Background: an optimization exercise with open tools, aiming at small area, a short achievable clock period and few clock cycles per item. Do not read the settings as production practice.
RTL that was checked went through simulation tests only; none was proved equivalent to the original.

==> run a <==
// mac_array_top
module mac_array_top (
    input  logic         clk,
    input  logic         rst,
    input  logic [7:0]   cfg_len_m1,
    input  logic         in_valid,
    output logic         in_ready,
    input  logic [127:0] in_data,
    input  logic [63:0]  in_weight,
    output logic         out_valid,
    input  logic         out_ready,
    output logic [191:0] out_accum,
    output logic [7:0]   out_sat
);
==> flow/config.mk <==
export PLATFORM = sky130hd
export DESIGN_NAME = mac_array_top
export DESIGN_NICKNAME = mac_array_top
export VERILOG_FILES = /design/flow/design.v
export SDC_FILE = /design/flow/constraint.sdc
export NUM_CORES = 4
export LEC_CHECK = 0
export CAP_MARGIN = 20
export CORE_MARGIN = 2
export CORE_UTILIZATION = 40
export SETUP_SLACK_MARGIN = 2.3
export SLEW_MARGIN = 20
==> flow/constraint.sdc <==
create_clock -name core_clock -period 5.5 [get_ports {clk}]
set_input_delay 1.1000 -clock core_clock [delete_from_list [all_inputs] [get_ports {clk}]]
set_output_delay 1.1000 -clock core_clock [all_outputs]
set_load 0.01 [all_outputs]
run.sh (not shown) runs the stock make flow with config.mk's settings and CLKGATE_MAP_FILE= SYNTH_SCRIPT=/design/flow/synth_recipe.tcl, a recipe that flattens the netlist after the stock synthesis.
==> run b: changes against run a <==
--- a/flow/design.v
+++ b/flow/design.v
@@ -9,22 +9,27 @@
     input  logic        clr,
     input  logic        o_load,
     output logic [23:0] out_acc,
     output logic        out_sat
 );
+    logic [15:0] x1;
+    logic [7:0]  w1;
     logic [24:0] s_c, c_c;
     logic [24:0] s2, c2;
     logic [23:0] acc;
     logic        sat;
     logic [24:0] t;
     logic        ovf;
     logic [23:0] res;
     logic        sat_new;
+    always_ff @(posedge clk) begin
+        x1 <= in_data;
+        w1 <= fire ? in_weight : 8'd0;
+    end
     mac_array_tree u_tree (
-        .x (in_data),
-        .w (in_weight),
-        .en(fire),
+        .x (x1),
+        .w (w1),
         .s (s_c),
         .c (c_c)
     );
     always_ff @(posedge clk) begin
         s2 <= s_c;
@@ -46,26 +51,25 @@
     end
 endmodule
 module mac_array_tree (
     input  logic [15:0] x,
     input  logic [7:0]  w,
-    input  logic        en,
     output logic [24:0] s,
     output logic [24:0] c
 );
-    wire one0 = (w[0] ^ 1'b0) & en;
-    wire two0 = ((w[1] & ~w[0] & ~1'b0) | (~w[1] & w[0] & 1'b0)) & en;
-    wire neg0 = w[1] & en;
-    wire one1 = (w[2] ^ w[1]) & en;
-    wire two1 = ((w[3] & ~w[2] & ~w[1]) | (~w[3] & w[2] & w[1])) & en;
-    wire neg1 = w[3] & en;
-    wire one2 = (w[4] ^ w[3]) & en;
-    wire two2 = ((w[5] & ~w[4] & ~w[3]) | (~w[5] & w[4] & w[3])) & en;
-    wire neg2 = w[5] & en;
-    wire one3 = (w[6] ^ w[5]) & en;
-    wire two3 = ((w[7] & ~w[6] & ~w[5]) | (~w[7] & w[6] & w[5])) & en;
-    wire neg3 = w[7] & en;
+    wire one0 = (w[0] ^ 1'b0);
+    wire two0 = ((w[1] & ~w[0] & ~1'b0) | (~w[1] & w[0] & 1'b0));
+    wire neg0 = w[1];
+    wire one1 = (w[2] ^ w[1]);
+    wire two1 = ((w[3] & ~w[2] & ~w[1]) | (~w[3] & w[2] & w[1]));
+    wire neg1 = w[3];
+    wire one2 = (w[4] ^ w[3]);
+    wire two2 = ((w[5] & ~w[4] & ~w[3]) | (~w[5] & w[4] & w[3]));
+    wire neg2 = w[5];
+    wire one3 = (w[6] ^ w[5]);
+    wire two3 = ((w[7] & ~w[6] & ~w[5]) | (~w[7] & w[6] & w[5]));
+    wire neg3 = w[7];
     wire r0_0 = (one0 & x[0]) ^ neg0;
     wire r0_1 = ((one0 & x[1]) | (two0 & x[0])) ^ neg0;
     wire r0_2 = ((one0 & x[2]) | (two0 & x[1])) ^ neg0;
     wire r0_3 = ((one0 & x[3]) | (two0 & x[2])) ^ neg0;
     wire r0_4 = ((one0 & x[4]) | (two0 & x[3])) ^ neg0;
@@ -254,23 +258,24 @@
     output logic [LANES-1:0]              out_sat
 );
     logic                 in_ready_q;
     logic                 inprog_q;       
     logic [LEN_WIDTH-1:0] rem_q;          
-    logic                 v2_q, l2_q;     
+    logic                 v1_q, f1_q, l1_q;  
+    logic                 v2_q, l2_q;        
     logic                 afin_q;         
     logic                 ovalid_q;
     logic                 fire, first, last, clr;
     logic                 inprog_d;
     logic [LEN_WIDTH-1:0] rem_d;
     logic                 ofree, fin, o_load, afin_d, ovalid_d;
-    logic                 fin1, a1, in_ready_d;
+    logic                 fin1, a1, o1, fin2, a2, in_ready_d;
     always_comb begin
         fire  = in_valid && in_ready_q && !rst;
         first = !inprog_q;
         last  = first ? (cfg_len_m1 == '0) : (rem_q == LEN_WIDTH'(1));
-        clr   = fire && first;
+        clr   = f1_q;
         if (fire) begin
             inprog_d = !last;
             rem_d    = first ? cfg_len_m1 : rem_q - LEN_WIDTH'(1);
         end else begin
             inprog_d = inprog_q;
@@ -279,29 +284,38 @@
         ofree    = !ovalid_q || out_ready;
         fin      = v2_q && l2_q;
         o_load   = ofree && (fin || (!v2_q && afin_q));
         afin_d   = fin ? !ofree : (afin_q && !(!v2_q && ofree));
         ovalid_d = o_load || (ovalid_q && !out_ready);
-        fin1 = fire && last;
-        a1   = fin1 ? (ovalid_d || afin_d) : (afin_d && !(!fire && !ovalid_d));
-        in_ready_d = !(!inprog_d && a1);
+        fin1 = v1_q && l1_q;
+        a1   = fin1 ? (ovalid_d || afin_d) : (afin_d && !(!v1_q && !ovalid_d));
+        o1   = ovalid_d || fin1 || (!v1_q && afin_d);
+        fin2 = fire && last;
+        a2   = fin2 ? (o1 || a1) : (a1 && !(!fire && !o1));
+        in_ready_d = !(!inprog_d && a2);
     end
     always_ff @(posedge clk) begin
         if (rst) begin
             in_ready_q <= 1'b1;
             inprog_q   <= 1'b0;
             rem_q      <= '0;
+            v1_q       <= 1'b0;
+            f1_q       <= 1'b0;
+            l1_q       <= 1'b0;
             v2_q       <= 1'b0;
             l2_q       <= 1'b0;
             afin_q     <= 1'b0;
             ovalid_q   <= 1'b0;
         end else begin
             in_ready_q <= in_ready_d;
             inprog_q   <= inprog_d;
             rem_q      <= rem_d;
-            v2_q       <= fire;
-            l2_q       <= fire && last;
+            v1_q       <= fire;
+            f1_q       <= fire && first;
+            l1_q       <= fire && last;
+            v2_q       <= v1_q;
+            l2_q       <= l1_q;
             afin_q     <= afin_d;
             ovalid_q   <= ovalid_d;
         end
     end
     assign in_ready  = in_ready_q;
Settings changed: ABC_AREA set to 1, CORE_UTILIZATION 40 to 65, SETUP_SLACK_MARGIN 2.3 to 2.6.
==> results.txt <==
- Against run b, the worst hold slack of run a is higher by 0.014 ns.
- Of run a and run b, run a has the higher first-iteration DRC count (gap 16%, measured against run b).
- Between run b and run a, the lower via count is in run b (gap 16%, measured against run a).
- Against run b, the fmax of run a is smaller by 18%.
- Worst setup slack: run a is worse than run b (0.64 ns).
- Synthesized area: run a is higher than run b (about 9%).
- Between run b and run a, the lower routed wire length is in run b (gap 22%, measured against run a).
==> figures <==
| item | run a | run b |
|---|---|---|
| Run status | complete, no violations | complete, no violations |
| Startpoint of the tightest hold check path | u_mac_array.g_lane[6].u_lane.sat | u_mac_array.rem_q[0] |
| Startpoint of the worst-slack reg-to-reg timing path | u_mac_array.g_lane[7].u_lane.c2[0] | u_mac_array.g_lane[0].u_lane.s2[0] |
| Non-clk invs | 605 | 1231 |
| Setup slack after placement | 1.09 ns | 1.62 ns |
| Initial antenna violation count | 58 | 3 |
| FF+latch count | 774 | 969 |
| Final standard cell utilization of the core | 0.504 | 0.807 |
| Number of nets in the layout | 9126 | 8463 |
| Overall track demand over capacity in global routing | 0.247 | 0.341 |
| Proportion of synthesized chip area in sequential cells | 0.268 | 0.358 |
| Number of gates given a new drive strength after cts | 874 | 252 |
| Summed instance area of the synthesized netlist | 0.0652 sq mm | 0.0598 sq mm |
| Rel. slew slack | 0.297 | 0.347 |
| Cell count after placement | 9940 | 8404 |
| Core Box Area | 0.162 sq mm | 0.0914 sq mm |
| Standard-cell rows | 148 | 111 |
| Ratio of final minimum period to clock period | 0.639 | 0.523 |
Testbench counts of run b, summed over its fixed seeds: cycles 27,915, items 3,200.
No functional check of the RTL was part of run a.

## separate check: timing with driven ports
Ports are ideal in the flow. The routed layouts listed here were re-timed in OpenROAD.
Step 1 (the two cells are an assumption about what drives the block):
set clk [get_ports {clk}]
set_driving_cell -lib_cell sky130_fd_sc_hd__clkbuf_16 $clk
set_driving_cell -lib_cell sky130_fd_sc_hd__buf_2 [delete_from_list [all_inputs] $clk]
Step 2, shift: input delay + t, output delay - t, t = (earliest + latest rising clock arrival at the registers) / 2. This alone moves slack from input paths to output paths.
Three values: ideal, step 1, step 2; two values: the first two.
| run | shift t [ns] | setup slack, ns | worst setup path at the end |
|---|---|---|---|
| run a | 0.780 | 1.984 / 1.984 / 1.431 | input to register |
| run b | 0.761 | 2.624 / 2.574 / 2.051 | input to register |
After both steps every run listed still meets setup and hold. The setup slack of run b, which loses most, moves by -0.050 ns with the drivers and by -0.573 ns with both steps.
